What follows belongs to an exercise in optimizing a design on an open flow for small area; a production flow would make more cautious choices. RTL that was checked went through simulation tests only; none was proved equivalent to the original. The flow treats the clock pin as an ideal source, which a real chip does not have. Power and IR drop assume default switching activity.

## v6
// usb_mon_top
module usb_mon_top (
    input  logic        clk,
    input  logic        rst_n,
    input  logic [7:0]  host_rx_data,
    input  logic        host_rx_valid,
    input  logic        host_rx_sop,
    input  logic        host_rx_eop,
    input  logic [3:0]  host_rx_pid,
    input  logic        host_rx_crc_ok,
    input  logic [7:0]  dev_rx_data,
    input  logic        dev_rx_valid,
    input  logic        dev_rx_sop,
    input  logic        dev_rx_eop,
    input  logic [3:0]  dev_rx_pid,
    input  logic        dev_rx_crc_ok,
    output logic [7:0]  dev_tx_data,
    output logic        dev_tx_valid,
    output logic        dev_tx_sop,
    output logic        dev_tx_eop,
    output logic [3:0]  dev_tx_pid,
    output logic [7:0]  host_tx_data,
    output logic        host_tx_valid,
    output logic        host_tx_sop,
    output logic        host_tx_eop,
    output logic [3:0]  host_tx_pid,
    output logic [7:0]  cap_data,
    output logic        cap_modified,
    output logic [3:0]  cap_pid,
    output logic        cap_dir,
    output logic [63:0] cap_ts,
    output logic        cap_valid,
    input  logic        cap_ready,
    input  logic [63:0] timestamp,
    input  logic        event_valid,
    input  logic [7:0]  event_type,
    input  logic [7:0]  paddr,
    input  logic        psel,
    input  logic        penable,
    input  logic        pwrite,
    input  logic [31:0] pwdata,
    output logic [31:0] prdata,
    output logic        pready,
    output logic        pslverr
);
Size in the first run: about 1800 cells after synthesis, ~680 flip-flops, about 290 I/O pins, ~27000 sq um of cells after synthesis.
Settings: LEC_CHECK=0, CAP_MARGIN=20, CORE_MARGIN=2, CORE_UTILIZATION=40, CTS_BUF_LIST=sky130_fd_sc_hd__clkbuf_8, SLEW_MARGIN=20; clock period 10.0 ns.
run.sh (not shown) runs the stock make flow with config.mk's settings and CLKGATE_MAP_FILE= SYNTH_SCRIPT=/design/flow/synth_recipe.tcl, a recipe that flattens the netlist after the stock synthesis.
Setup changes, v6 to v7
# v6
export LEC_CHECK = 0
export CAP_MARGIN = 20
export CORE_MARGIN = 2
export CORE_UTILIZATION = 40
export CTS_BUF_LIST = sky130_fd_sc_hd__clkbuf_8
export SLEW_MARGIN = 20
create_clock -name core_clock -period 10.0 [get_ports {clk}]
# v7
export LEC_CHECK = 0
export CAP_MARGIN = 20
export CORE_MARGIN = 2
export CORE_UTILIZATION = 40
export SLEW_MARGIN = 20
export BUFFER_PORTS_ARGS = -buffer_cell sky130_fd_sc_hd__buf_1
export CTS_ARGS = -sink_clustering_enable -repair_clock_nets -dont_use_dummy_load -buf_list {sky130_fd_sc_hd__clkbuf_8}
create_clock -name core_clock -period 10.0 [get_ports {clk}]
==> flow/flow/run.sh (new file) <==
#!/bin/bash
# Standard layout with smaller port buffers and a lighter clock tree
set -euo pipefail
cat >> config.mk <<'MK'
export BUFFER_PORTS_ARGS = -buffer_cell sky130_fd_sc_hd__buf_1
export CTS_ARGS = -sink_clustering_enable -repair_clock_nets -dont_use_dummy_load -buf_list {sky130_fd_sc_hd__clkbuf_8}
MK
bash standard.sh > standard.log 2>&1
==> flow/standard.sh (new file) <==
#!/bin/bash
# synth_recipe.tcl (not shown) runs the flow's synth.tcl, then flattens the netlist and writes it again
# the make line also repeats each setting of config.mk as NAME=value (left out here)
make -C /OpenROAD-flow-scripts/flow DESIGN_CONFIG=/design/flow/config.mk WORK_HOME=/design/flow/orfs CLKGATE_MAP_FILE= SYNTH_SCRIPT=/design/flow/synth_recipe.tcl "${@:-finish}"
removed: flow/run.sh
## What came out
- Per the final summary, v7 finished and its layout is clean on timing, DRC and antenna.
- Fraction of power consumed by combinational cells (lower): v7
- On number of cells in the finished layout apart from fillers: v7 sits below v6.
- Comparing v7 with v6, the non-clock buffer instance count of the final layout came out essentially unchanged.
- Clock network fraction of design power for v7: 3.2 points down relative to v6
- Diff v6 -> v7: area used by multi-input combinational logic barely changed, via count of the first global-routing pass dropped 203.
- Fmax: v7 higher than v6


the baseline:
Another version of the RTL of usb_mon_top (not shown whole).
Size in the first run: ~290 I/O pins.
export LEC_CHECK = 0
export CAP_MARGIN = 20
export CORE_MARGIN = 2
export CORE_UTILIZATION = 60
export SLEW_MARGIN = 20
export BUFFER_PORTS_ARGS = -buffer_cell sky130_fd_sc_hd__buf_1
export CTS_ARGS = -sink_clustering_enable -repair_clock_nets -dont_use_dummy_load -buf_list {sky130_fd_sc_hd__clkbuf_4} -sink_clustering_size 9 -sink_clustering_max_diameter 35
create_clock -name core_clock -period 10.0 [get_ports {clk}]
standard.sh (not shown) runs the stock make flow with config.mk's settings and CLKGATE_MAP_FILE= SYNTH_SCRIPT=/design/flow/synth_recipe.tcl, a recipe that flattens the netlist after the stock synthesis.
==> flow/flow/run.sh <==
#!/bin/bash
# Standard synthesis, then an area-oriented remap of its combinational logic only
# (every register cell and name kept), then the standard layout with the ORFS
# settings of flow/extra.mk. Each tool writes its own log in this folder.
set -euo pipefail
cat flow/extra.mk >> config.mk
bash standard.sh synth > synth.log 2>&1

R=orfs/results/${FLOW_PLATFORM}/usb_mon_top/base
YOSYS=$FLOW_HOME/../tools/install/yosys/bin/yosys
[[ -x $YOSYS ]] || YOSYS=yosys
LIB=$FLOW_HOME/platforms/${FLOW_PLATFORM}/lib/sky130_fd_sc_hd__tt_025C_1v80.lib

cp $R/1_2_yosys.v std_1_2_yosys.v
sed -e "s#@LIB@#$LIB#g" flow/remap.ys > remap.ys
cp flow/remap.abc remap.abc
$YOSYS -s remap.ys > remap.log 2>&1
cp remap_1_2_yosys.v $R/1_2_yosys.v
rm -f $R/1_synth.odb $R/1_synth.sdc

bash standard.sh > standard.log 2>&1
Other scripts of this flow, unchanged in this note and not shown: flow/flow/extra.mk, flow/flow/remap.abc, flow/flow/remap.ys
The following lists how the candidate was set up differently from the baseline:
Settings: POST_CTS_TCL newly set to /design/flow/flow/post_cts.tcl; CORE_UTILIZATION changed from 60 to 75.
diff --git a/flow/flow/run.sh b/flow/flow/run.sh
--- a/flow/flow/run.sh
+++ b/flow/flow/run.sh
@@ -5,4 +5,5 @@
 set -euo pipefail
 cat flow/extra.mk >> config.mk
+echo "export POST_CTS_TCL = $PWD/flow/post_cts.tcl" >> config.mk
 bash standard.sh synth > synth.log 2>&1
 
==> flow/flow/post_cts.tcl (new file) <==
# After CTS: downsize gates that have timing slack, then repair any slew or
# capacitance violations that causes, and legalize the placement again
estimate_parasitics -placement
repair_timing -recover_power 100 -verbose
repair_design -verbose -slew_margin 20 -cap_margin 20
detailed_placement
check_placement -verbose
[summary]
Relative to the baseline, the candidate improves wire length. In the candidate the last weighted congestion value of the routability-driven placer turned out about 2.4% higher than in the baseline. Summary of the candidate over the baseline: largest stage delay on the critical path has decreased; routing usage on met3 moved up.


== P ==
Another version of the RTL of usb_mon_top (not shown whole).
For scale: ~2000 cells after synthesis.
// usb_mon_top
module usb_mon_top (
    input  logic        clk,
    input  logic        rst_n,
    input  logic [7:0]  host_rx_data,
    input  logic        host_rx_valid,
    input  logic        host_rx_sop,
    input  logic        host_rx_eop,
    input  logic [3:0]  host_rx_pid,
    input  logic        host_rx_crc_ok,
    input  logic [7:0]  dev_rx_data,
    input  logic        dev_rx_valid,
    input  logic        dev_rx_sop,
    input  logic        dev_rx_eop,
    input  logic [3:0]  dev_rx_pid,
    input  logic        dev_rx_crc_ok,
    output logic [7:0]  dev_tx_data,
    output logic        dev_tx_valid,
    output logic        dev_tx_sop,
    output logic        dev_tx_eop,
    output logic [3:0]  dev_tx_pid,
    output logic [7:0]  host_tx_data,
    output logic        host_tx_valid,
    output logic        host_tx_sop,
    output logic        host_tx_eop,
    output logic [3:0]  host_tx_pid,
    output logic [7:0]  cap_data,
    output logic        cap_modified,
    output logic [3:0]  cap_pid,
    output logic        cap_dir,
    output logic [63:0] cap_ts,
    output logic        cap_valid,
    input  logic        cap_ready,
    input  logic [63:0] timestamp,
    input  logic        event_valid,
    input  logic [7:0]  event_type,
    input  logic [7:0]  paddr,
    input  logic        psel,
    input  logic        penable,
    input  logic        pwrite,
    input  logic [31:0] pwdata,
    output logic [31:0] prdata,
    output logic        pready,
    output logic        pslverr
);
clock: 10.0 ns
lec_check: 0
cap_margin: 20
core_margin: 2
core_utilization: 40
slew_margin: 20
run.sh (not shown) runs the stock make flow with config.mk's settings and CLKGATE_MAP_FILE= SYNTH_SCRIPT=/design/flow/synth_recipe.tcl, a recipe that flattens the netlist after the stock synthesis.
Stock flow here: none of the scripts above is used.
## Diff of input files: Q against P
Settings: putting ABC_AREA at 1 where nothing was set.
==> comparison <==
In Q, total detailed-routing wirelength is lower than in P. Compared to P, Q has part of the total power dissipated in the clock network 13 points lower. The clock transition time at the flip-flop clock pins of the worst setup and hold paths of P and that of Q are within noise of each other. Q: data arrival time of the critical path 0.60 ns below P. The destination of the critical timing path comes out prdata[13] in one run and prdata[3] in the other, namely in Q and P respectively. The shortest clock period the worst path allows after layout of Q falls short of that of P by 0.60 ns. Between P and Q, the flow reports number of inserted filler cells in the final layout increasing by a few percent. Logic depth of the worst register-to-register path, P and Q, higher one = Q.
No run of this note included a check of the RTL's function; only the layout flow was run.


usb_mon_top with an RTL version that a note above also has.
Size: ~290 I/O pins, ~25000 µm² of cells after synthesis.
clock: 10.0 ns
lec_check: 0
cap_margin: 20
core_margin: 2
core_utilization: 60
place_density: 0.75
slew_margin: 20
buffer_ports_args: -buffer_cell sky130_fd_sc_hd__buf_1
cts_args: -sink_clustering_enable -repair_clock_nets -dont_use_dummy_load -buf_list {sky130_fd_sc_hd__clkbuf_4} -sink_clustering_size 9 -sink_clustering_max_diameter 35
post_cts_tcl: /design/flow/flow/post_cts.tcl
standard.sh (not shown) runs the stock make flow with config.mk's settings and CLKGATE_MAP_FILE= SYNTH_SCRIPT=/design/flow/synth_recipe.tcl, a recipe that flattens the netlist after the stock synthesis.
==> flow/flow/run.sh <==
#!/bin/bash
# Standard synthesis, then an area-oriented remap of its combinational logic only
# (every register cell and name kept), then the standard layout with the ORFS
# settings of flow/extra.mk. Each tool writes its own log in this folder.
set -euo pipefail
cat flow/extra.mk >> config.mk
echo "export POST_CTS_TCL = $PWD/flow/post_cts.tcl" >> config.mk
bash standard.sh synth > synth.log 2>&1

R=orfs/results/${FLOW_PLATFORM}/usb_mon_top/base
YOSYS=$FLOW_HOME/../tools/install/yosys/bin/yosys
[[ -x $YOSYS ]] || YOSYS=yosys
LIB=$FLOW_HOME/platforms/${FLOW_PLATFORM}/lib/sky130_fd_sc_hd__tt_025C_1v80.lib

cp $R/1_2_yosys.v std_1_2_yosys.v
sed -e "s#@LIB@#$LIB#g" flow/remap.ys > remap.ys
cp flow/remap.abc remap.abc
$YOSYS -s remap.ys > remap.log 2>&1
cp remap_1_2_yosys.v $R/1_2_yosys.v
rm -f $R/1_synth.odb $R/1_synth.sdc

bash standard.sh > standard.log 2>&1
==> flow/flow/extra.mk <==
# Smallest buffer on every port
export BUFFER_PORTS_ARGS = -buffer_cell sky130_fd_sc_hd__buf_1
# Small clock tree leaf clusters of small buffers, no dummy loads
export CTS_ARGS = -sink_clustering_enable -repair_clock_nets -dont_use_dummy_load -buf_list {sky130_fd_sc_hd__clkbuf_4} -sink_clustering_size 9 -sink_clustering_max_diameter 35
==> flow/flow/post_cts.tcl <==
# After CTS: downsize gates that have timing slack, then repair any slew or
# capacitance violations that causes, and legalize the placement again
estimate_parasitics -placement
repair_timing -recover_power 100 -verbose
repair_design -verbose -slew_margin 20 -cap_margin 20
detailed_placement
check_placement -verbose
Other scripts of this flow, unchanged in this note and not shown: flow/flow/remap.abc, flow/flow/remap.ys
Next try:
--- a/flow/flow/run.sh
+++ b/flow/flow/run.sh
@@ -7 +6,0 @@
-echo "export POST_CTS_TCL = $PWD/flow/post_cts.tcl" >> config.mk
CORE_UTILIZATION = 40   (was 60)
PLACE_DENSITY = unset   (was 0.75)
POST_CTS_TCL = unset   (was /design/flow/flow/post_cts.tcl)
removed: flow/flow/post_cts.tcl
Synthesized area stays the same; critical path depth is unchanged; power came out higher slightly; worst setup slack got worse by 0.038 ns; cell area came out higher slightly; via count came out lower slightly.
Next try:
--- a/flow/flow/extra.mk
+++ b/flow/flow/extra.mk
@@ -4,0 +5,2 @@
+# Downsize gates on paths with slack after global routing
+export RECOVER_POWER = 100
CORE_UTILIZATION = 60   (was 40)
PLACE_DENSITY = 0.75   (was unset)
RECOVER_POWER = 100   (was unset)
Outcome:
- The new run finished but failed the layout checks on capacitance limit, slew limit
- non-clock buffer count climbs by 1
- fmax increases by 0.38%
- power falls by 0.95%
- cell count came out lower by 11%
- routed wire length is lower by 6.1%
- via count is higher by 1.5%
- setup slack improved by 0.024 ns
- first-iteration DRC count grows by 15%
- synthesized cell count does not change
Next try:
--- a/flow/flow/extra.mk
+++ b/flow/flow/extra.mk
@@ -5,2 +4,0 @@
-# Downsize gates on paths with slack after global routing
-export RECOVER_POWER = 100
CORE_UTILIZATION = 75   (was 60)
PLACE_DENSITY = unset   (was 0.75)
RECOVER_POWER = unset   (was 100)
The new run ran to the end with no violations.
Via count climbs by a few percent.
Global-route usage climbs by 8.1 points.
Worst setup slack improved by 0.094 ns.
Next try:
CORE_UTILIZATION = 60   (was 75)
PLACE_DENSITY = 0.75   (was unset)
Effect:
- sequential share of layout area decreases by 0.39 points
- die area climbs by 24%
- combinational power shrinks by about 1%
- utilization is lower by 17 points
- flip-flop and latch count stays the same


The RTL this note starts from:
==> flow/design.v <==
`timescale 1ns/100ps
module usb_mon_top (
    input  logic        clk,
    input  logic        rst_n,
    input  logic [7:0]  host_rx_data,
    input  logic        host_rx_valid,
    input  logic        host_rx_sop,
    input  logic        host_rx_eop,
    input  logic [3:0]  host_rx_pid,
    input  logic        host_rx_crc_ok,
    input  logic [7:0]  dev_rx_data,
    input  logic        dev_rx_valid,
    input  logic        dev_rx_sop,
    input  logic        dev_rx_eop,
    input  logic [3:0]  dev_rx_pid,
    input  logic        dev_rx_crc_ok,
    output logic [7:0]  dev_tx_data,
    output logic        dev_tx_valid,
    output logic        dev_tx_sop,
    output logic        dev_tx_eop,
    output logic [3:0]  dev_tx_pid,
    output logic [7:0]  host_tx_data,
    output logic        host_tx_valid,
    output logic        host_tx_sop,
    output logic        host_tx_eop,
    output logic [3:0]  host_tx_pid,
    output logic [7:0]  cap_data,
    output logic        cap_modified,
    output logic [3:0]  cap_pid,
    output logic        cap_dir,
    output logic [63:0] cap_ts,
    output logic        cap_valid,
    input  logic        cap_ready,
    input  logic [63:0] timestamp,
    input  logic        event_valid,
    input  logic [7:0]  event_type,
    input  logic [7:0]  paddr,
    input  logic        psel,
    input  logic        penable,
    input  logic        pwrite,
    input  logic [31:0] pwdata,
    output logic [31:0] prdata,
    output logic        pready,
    output logic        pslverr
);
    localparam logic [2:0] ST_IDLE   = 3'd0;
    localparam logic [2:0] ST_PASS   = 3'd1;
    localparam logic [2:0] ST_STORE  = 3'd2;
    localparam logic [2:0] ST_XLATE  = 3'd3;
    localparam logic [2:0] ST_REPLAY = 3'd4;
    localparam logic [2:0] ST_DRAIN  = 3'd5;
    localparam logic [3:0] PID_SOF = 4'b0101;
    logic [2:0]   state_q;
    logic         dir_q;         
    logic [3:0]   pid_q;
    logic [63:0]  ts_q;          
    logic [6:0]   cnt_q;         
    logic [5:0]   len_q;         
    logic         mod_q;         
    logic [7:0]   mem_q [64];    
    logic         vld_q;         
    logic         sop_q;
    logic         eop_q;
    logic [7:0]   dat_q;
    logic         proxy_en_q;
    logic         store_en_q;
    logic         xlate_en_q;
    logic [6:0]   xlate_from_q;
    logic [6:0]   xlate_to_q;
    logic         crc_sticky_q;
    logic [1:0]   speed_q;
    logic [15:0]  err_cnt_q;
    logic [15:0]  frame_q;
    logic [15:0]  cap_drop_q;
    logic       in_idle, in_pass, in_store, in_xlate, in_replay, in_drain;
    logic       host_go, dev_go, start, dir_cur;
    logic [7:0] rx_data;
    logic       rx_valid, rx_sop, rx_eop;
    logic [3:0] rx_pid;
    logic       pass_pkt;
    logic       cnt_full;
    logic       is_token;
    logic       match;
    logic       crc_err;
    logic       overflow;
    logic       frame_lo_we, frame_hi_we;
    logic [63:0] sel;            
    logic [7:0]  rd_data;
    assign in_idle   = (state_q == ST_IDLE);
    assign in_pass   = (state_q == ST_PASS);
    assign in_store  = (state_q == ST_STORE);
    assign in_xlate  = (state_q == ST_XLATE);
    assign in_replay = (state_q == ST_REPLAY);
    assign in_drain  = (state_q == ST_DRAIN);
    assign host_go  = proxy_en_q && host_rx_valid && host_rx_sop;      
    assign dev_go   = proxy_en_q && dev_rx_valid && dev_rx_sop && !host_go;
    assign start    = host_go || dev_go;
    assign dir_cur  = in_idle ? dev_go : dir_q;
    assign rx_data  = dir_cur ? dev_rx_data  : host_rx_data;
    assign rx_valid = dir_cur ? dev_rx_valid : host_rx_valid;
    assign rx_sop   = dir_cur ? dev_rx_sop   : host_rx_sop;
    assign rx_eop   = dir_cur ? dev_rx_eop   : host_rx_eop;
    assign rx_pid   = dir_cur ? dev_rx_pid   : host_rx_pid;
    assign pass_pkt = (rx_pid == PID_SOF) || !store_en_q;
    assign cnt_full = cnt_q[6];          
    assign is_token = (pid_q[1:0] == 2'b01) && (pid_q[3:2] != 2'b01);
    assign match    = xlate_en_q && is_token && (len_q != '0) &&
                      (mem_q[1][6:0] == xlate_from_q);
    assign crc_err     = (host_rx_valid && host_rx_eop && !host_rx_crc_ok) ||
                         (dev_rx_valid && dev_rx_eop && !dev_rx_crc_ok);
    assign overflow    = in_store && rx_valid && cnt_full;
    assign frame_lo_we = in_pass && rx_valid && (pid_q == PID_SOF) && sel[1];
    assign frame_hi_we = in_pass && rx_valid && (pid_q == PID_SOF) && sel[2];
    always_ff @(posedge clk or negedge rst_n) begin
        if (!rst_n) begin
            state_q <= ST_IDLE;
        end else begin
            case (state_q)
                ST_IDLE: begin
                    if (start) begin
                        if (!rx_eop)        state_q <= pass_pkt ? ST_PASS : ST_STORE;
                        else if (!pass_pkt) state_q <= ST_XLATE;      
                    end
                end
                ST_PASS: begin
                    if (rx_valid && rx_eop) state_q <= ST_IDLE;
                end
                ST_STORE: begin
                    if (rx_valid && cnt_full) state_q <= rx_eop ? ST_IDLE : ST_DRAIN;
                    else if (rx_valid && rx_eop) state_q <= ST_XLATE;
                end
                ST_XLATE:  state_q <= ST_REPLAY;
                ST_REPLAY: begin
                    if (cnt_q[5:0] == len_q) state_q <= ST_IDLE;
                end
                ST_DRAIN: begin
                    if (rx_valid && rx_eop) state_q <= ST_IDLE;      
                end
                default: state_q <= ST_IDLE;
            endcase
        end
    end
    always_ff @(posedge clk) begin
        if (in_idle) begin
            dir_q <= dev_go;
            pid_q <= rx_pid;
            ts_q  <= timestamp;
        end
        if (in_idle)       cnt_q <= 7'd1;
        else if (in_xlate) cnt_q <= '0;
        else if (in_replay || rx_valid) cnt_q <= cnt_q + 1'b1;
        if (in_idle)       len_q <= '0;
        else if (in_store) len_q <= cnt_q[5:0];   
        if (in_idle)       mod_q <= 1'b0;
        else if (in_xlate) mod_q <= match;
    end
    always_comb begin
        rd_data = '0;
        for (int i = 0; i < 64; i++) begin
            sel[i]  = (cnt_q == 7'(i));
            rd_data = rd_data | ({8{sel[i]}} & mem_q[i]);
        end
    end
    always_ff @(posedge clk) begin
        if (sel[0] || in_idle) mem_q[0] <= rx_data;
        if (sel[1]) mem_q[1][7] <= rx_data[7];
        if (sel[1] || (in_xlate && match)) begin
            mem_q[1][6:0] <= in_xlate ? xlate_to_q : rx_data[6:0];
        end
    end
    for (genvar i = 2; i < 64; i++) begin : g_mem
        always_ff @(posedge clk) begin
            if (sel[i]) mem_q[i] <= rx_data;
        end
    end
    always_ff @(posedge clk or negedge rst_n) begin
        if (!rst_n) begin
            vld_q <= 1'b0;
        end else begin
            vld_q <= (in_idle && start && pass_pkt) || (in_pass && rx_valid) || in_replay;
        end
    end
    always_ff @(posedge clk) begin
        sop_q <= in_replay ? sel[0] : rx_sop;
        eop_q <= in_replay ? (cnt_q[5:0] == len_q) : rx_eop;
        dat_q <= in_replay ? rd_data : rx_data;
    end
    assign dev_tx_data   = dat_q;
    assign dev_tx_valid  = vld_q && !dir_q;
    assign dev_tx_sop    = vld_q && !dir_q && sop_q;
    assign dev_tx_eop    = vld_q && !dir_q && eop_q;
    assign dev_tx_pid    = pid_q;
    assign host_tx_data  = dat_q;
    assign host_tx_valid = vld_q && dir_q;
    assign host_tx_sop   = vld_q && dir_q && sop_q;
    assign host_tx_eop   = vld_q && dir_q && eop_q;
    assign host_tx_pid   = pid_q;
    assign cap_valid     = vld_q;
    assign cap_data      = dat_q;
    assign cap_modified  = mod_q;
    assign cap_pid       = pid_q;
    assign cap_dir       = dir_q;
    assign cap_ts        = ts_q;
    always_ff @(posedge clk or negedge rst_n) begin
        if (!rst_n) begin
            cap_drop_q <= '0;
        end else if (vld_q && !cap_ready) begin
            cap_drop_q <= cap_drop_q + 1'b1;     
        end
    end
    logic wr_en;
    logic addr_ok;
    assign pready = 1'b1;
    assign wr_en  = psel && penable && pwrite;
    always_ff @(posedge clk or negedge rst_n) begin
        if (!rst_n) begin
            proxy_en_q   <= 1'b0;
            store_en_q   <= 1'b0;
            xlate_en_q   <= 1'b0;
            xlate_from_q <= '0;
            xlate_to_q   <= '0;
            crc_sticky_q <= 1'b0;
            speed_q      <= 2'b00;
            err_cnt_q    <= '0;
            frame_q      <= '0;
        end else begin
            if (wr_en && paddr == 8'h00) begin
                proxy_en_q <= pwdata[0];
                store_en_q <= pwdata[1];
                xlate_en_q <= pwdata[2];
            end
            if (wr_en && paddr == 8'h04) begin
                xlate_from_q <= pwdata[6:0];
                xlate_to_q   <= pwdata[14:8];
            end
            if (crc_err) crc_sticky_q <= 1'b1;
            err_cnt_q <= err_cnt_q + {14'd0, crc_err && overflow, crc_err != overflow};
            if (frame_lo_we) frame_q[7:0]  <= rx_data;
            if (frame_hi_we) frame_q[15:8] <= rx_data;
            if (event_valid) begin
                case (event_type)
                    8'h01:   speed_q <= 2'b01;   
                    8'h02:   speed_q <= 2'b10;   
                    8'h03:   speed_q <= 2'b00;   
                    default: ;
                endcase
            end
        end
    end
    always_comb begin
        prdata  = '0;
        addr_ok = 1'b1;
        case (paddr)
            8'h00:   prdata = {29'd0, xlate_en_q, store_en_q, proxy_en_q};
            8'h04:   prdata = {17'd0, xlate_to_q, 1'b0, xlate_from_q};
            8'h08:   prdata = {29'd0, speed_q, crc_sticky_q};
            8'h0C:   prdata = {16'd0, err_cnt_q};
            8'h10:   prdata = {16'd0, frame_q};
            8'h14:   prdata = {16'd0, cap_drop_q};
            default: addr_ok = 1'b0;
        endcase
    end
    assign pslverr = psel && penable && !pwrite && !addr_ok;
endmodule
clock: 10.0 ns
lec_check: 0
cap_margin: 20
core_margin: 2
core_utilization: 40
slew_margin: 20
buffer_ports_args: -buffer_cell sky130_fd_sc_hd__buf_1
cts_args: -sink_clustering_enable -repair_clock_nets -dont_use_dummy_load -buf_list {sky130_fd_sc_hd__clkbuf_4} -sink_clustering_size 9 -sink_clustering_max_diameter 35
==> flow/flow/run.sh <==
#!/bin/bash
# Standard layout with the ORFS settings in flow/extra.mk added to config.mk
set -euo pipefail
cat flow/extra.mk >> config.mk
bash standard.sh > standard.log 2>&1
==> flow/flow/extra.mk <==
# Smallest buffer on every port
export BUFFER_PORTS_ARGS = -buffer_cell sky130_fd_sc_hd__buf_1
# Small clock tree leaf clusters of small buffers, no dummy loads
export CTS_ARGS = -sink_clustering_enable -repair_clock_nets -dont_use_dummy_load -buf_list {sky130_fd_sc_hd__clkbuf_4} -sink_clustering_size 9 -sink_clustering_max_diameter 35
Change:
--- a/flow/config.mk
+++ b/flow/config.mk
@@ -8 +8 @@
-export CAP_MARGIN = 20
+export CAP_MARGIN = 0
@@ -10,2 +10,3 @@
-export CORE_UTILIZATION = 40
-export SLEW_MARGIN = 20
+export CORE_UTILIZATION = 60
+export GPL_TIMING_DRIVEN = 0
+export SLEW_MARGIN = 0
What happened: The new run produced a layout that fails on capacitance limit, slew limit; wire length goes down by about 4%; hold slack barely changes; clock skew goes up by 11 ps; utilization goes up by 24 points; non-clock buffer count goes up by 67; via count goes up by 0.93%; power goes down by 1.3%; synthesized cell count is unchanged; register-to-register slack improved by 380 ps; clock-buffer cell count goes down by 10.
Change:
--- a/flow/config.mk
+++ b/flow/config.mk
@@ -8 +8 @@
-export CAP_MARGIN = 0
+export CAP_MARGIN = 20
@@ -11,2 +11 @@
-export GPL_TIMING_DRIVEN = 0
-export SLEW_MARGIN = 0
+export SLEW_MARGIN = 20
=> With this change the flow produced a clean layout. Combinational power decreases by 12%. Non-clock buffer count goes down by 69. First-iteration DRC count is higher by about 2.7%. Register-to-register slack degrades by 330 ps. Fmax rises by about 0.37%.
Change:
--- a/flow/config.mk
+++ b/flow/config.mk
@@ -10,0 +11 @@
+export GPL_TIMING_DRIVEN = 0
What happened: First-iteration DRC count went up by roughly a tenth; hold slack is worse by 7.8 ps; clock-buffer cell count increases by 2; final area is higher by a few percent; core utilization increases by 1.8 points; wire length increases by a few percent; die area stays the same.

-- separate check: timing with driven ports --
The results above use ideal ports. As a check the final layouts listed here were re-extracted and re-timed, cells and wires unchanged. Step 1: set_driving_cell puts a clkbuf_16 on clk and a buf_2 on each other input, an assumption about the parent block. Step 2, shift: input delay + t, output delay - t, t = (earliest + latest rising clock arrival at the registers) / 2. This alone moves slack from input paths to output paths. Slacks: ideal ports / drivers / drivers and shift; pairs: ideal ports / drivers.
run	t, ns	setup WS [ns]	worst setup path after step 2
v6	0.775	2.861 / 2.835 / 2.835	input to output
v7	0.754	3.664 / 3.640 / 3.640	input to output
the baseline	0.885	3.856 / 3.835 / 3.835	input to output
the candidate	0.855	3.920 / 3.882 / 3.676	input to register
P	0.683	2.706 / 2.684 / 2.684	input to output
Q	0.657	3.306 / 3.283 / 3.283	input to output
the first run of note 4	0.878	3.840 / 3.818 / 3.818	input to output
the second run of note 4	0.879	3.803 / 3.782 / 3.782	input to output
the third run of note 4	0.872	3.826 / 3.804 / 3.337	input to register
the fourth run of note 4	0.835	3.920 / 3.880 / 3.880	input to output
the fifth run of note 4	0.873	3.803 / 3.780 / 3.780	input to output
the first run of note 5	0.910	3.957 / 3.925 / 3.925	input to output
the second run of note 5	0.873	4.001 / 3.979 / 3.979	input to output
the third run of note 5	0.865	4.023 / 4.003 / 4.003	input to output
the fourth run of note 5	0.896	3.943 / 3.923 / 3.923	input to output
For the third run of note 4, which loses most, drivers alone change the setup slack by -0.022 ns; drivers and shift together by -0.489 ns.
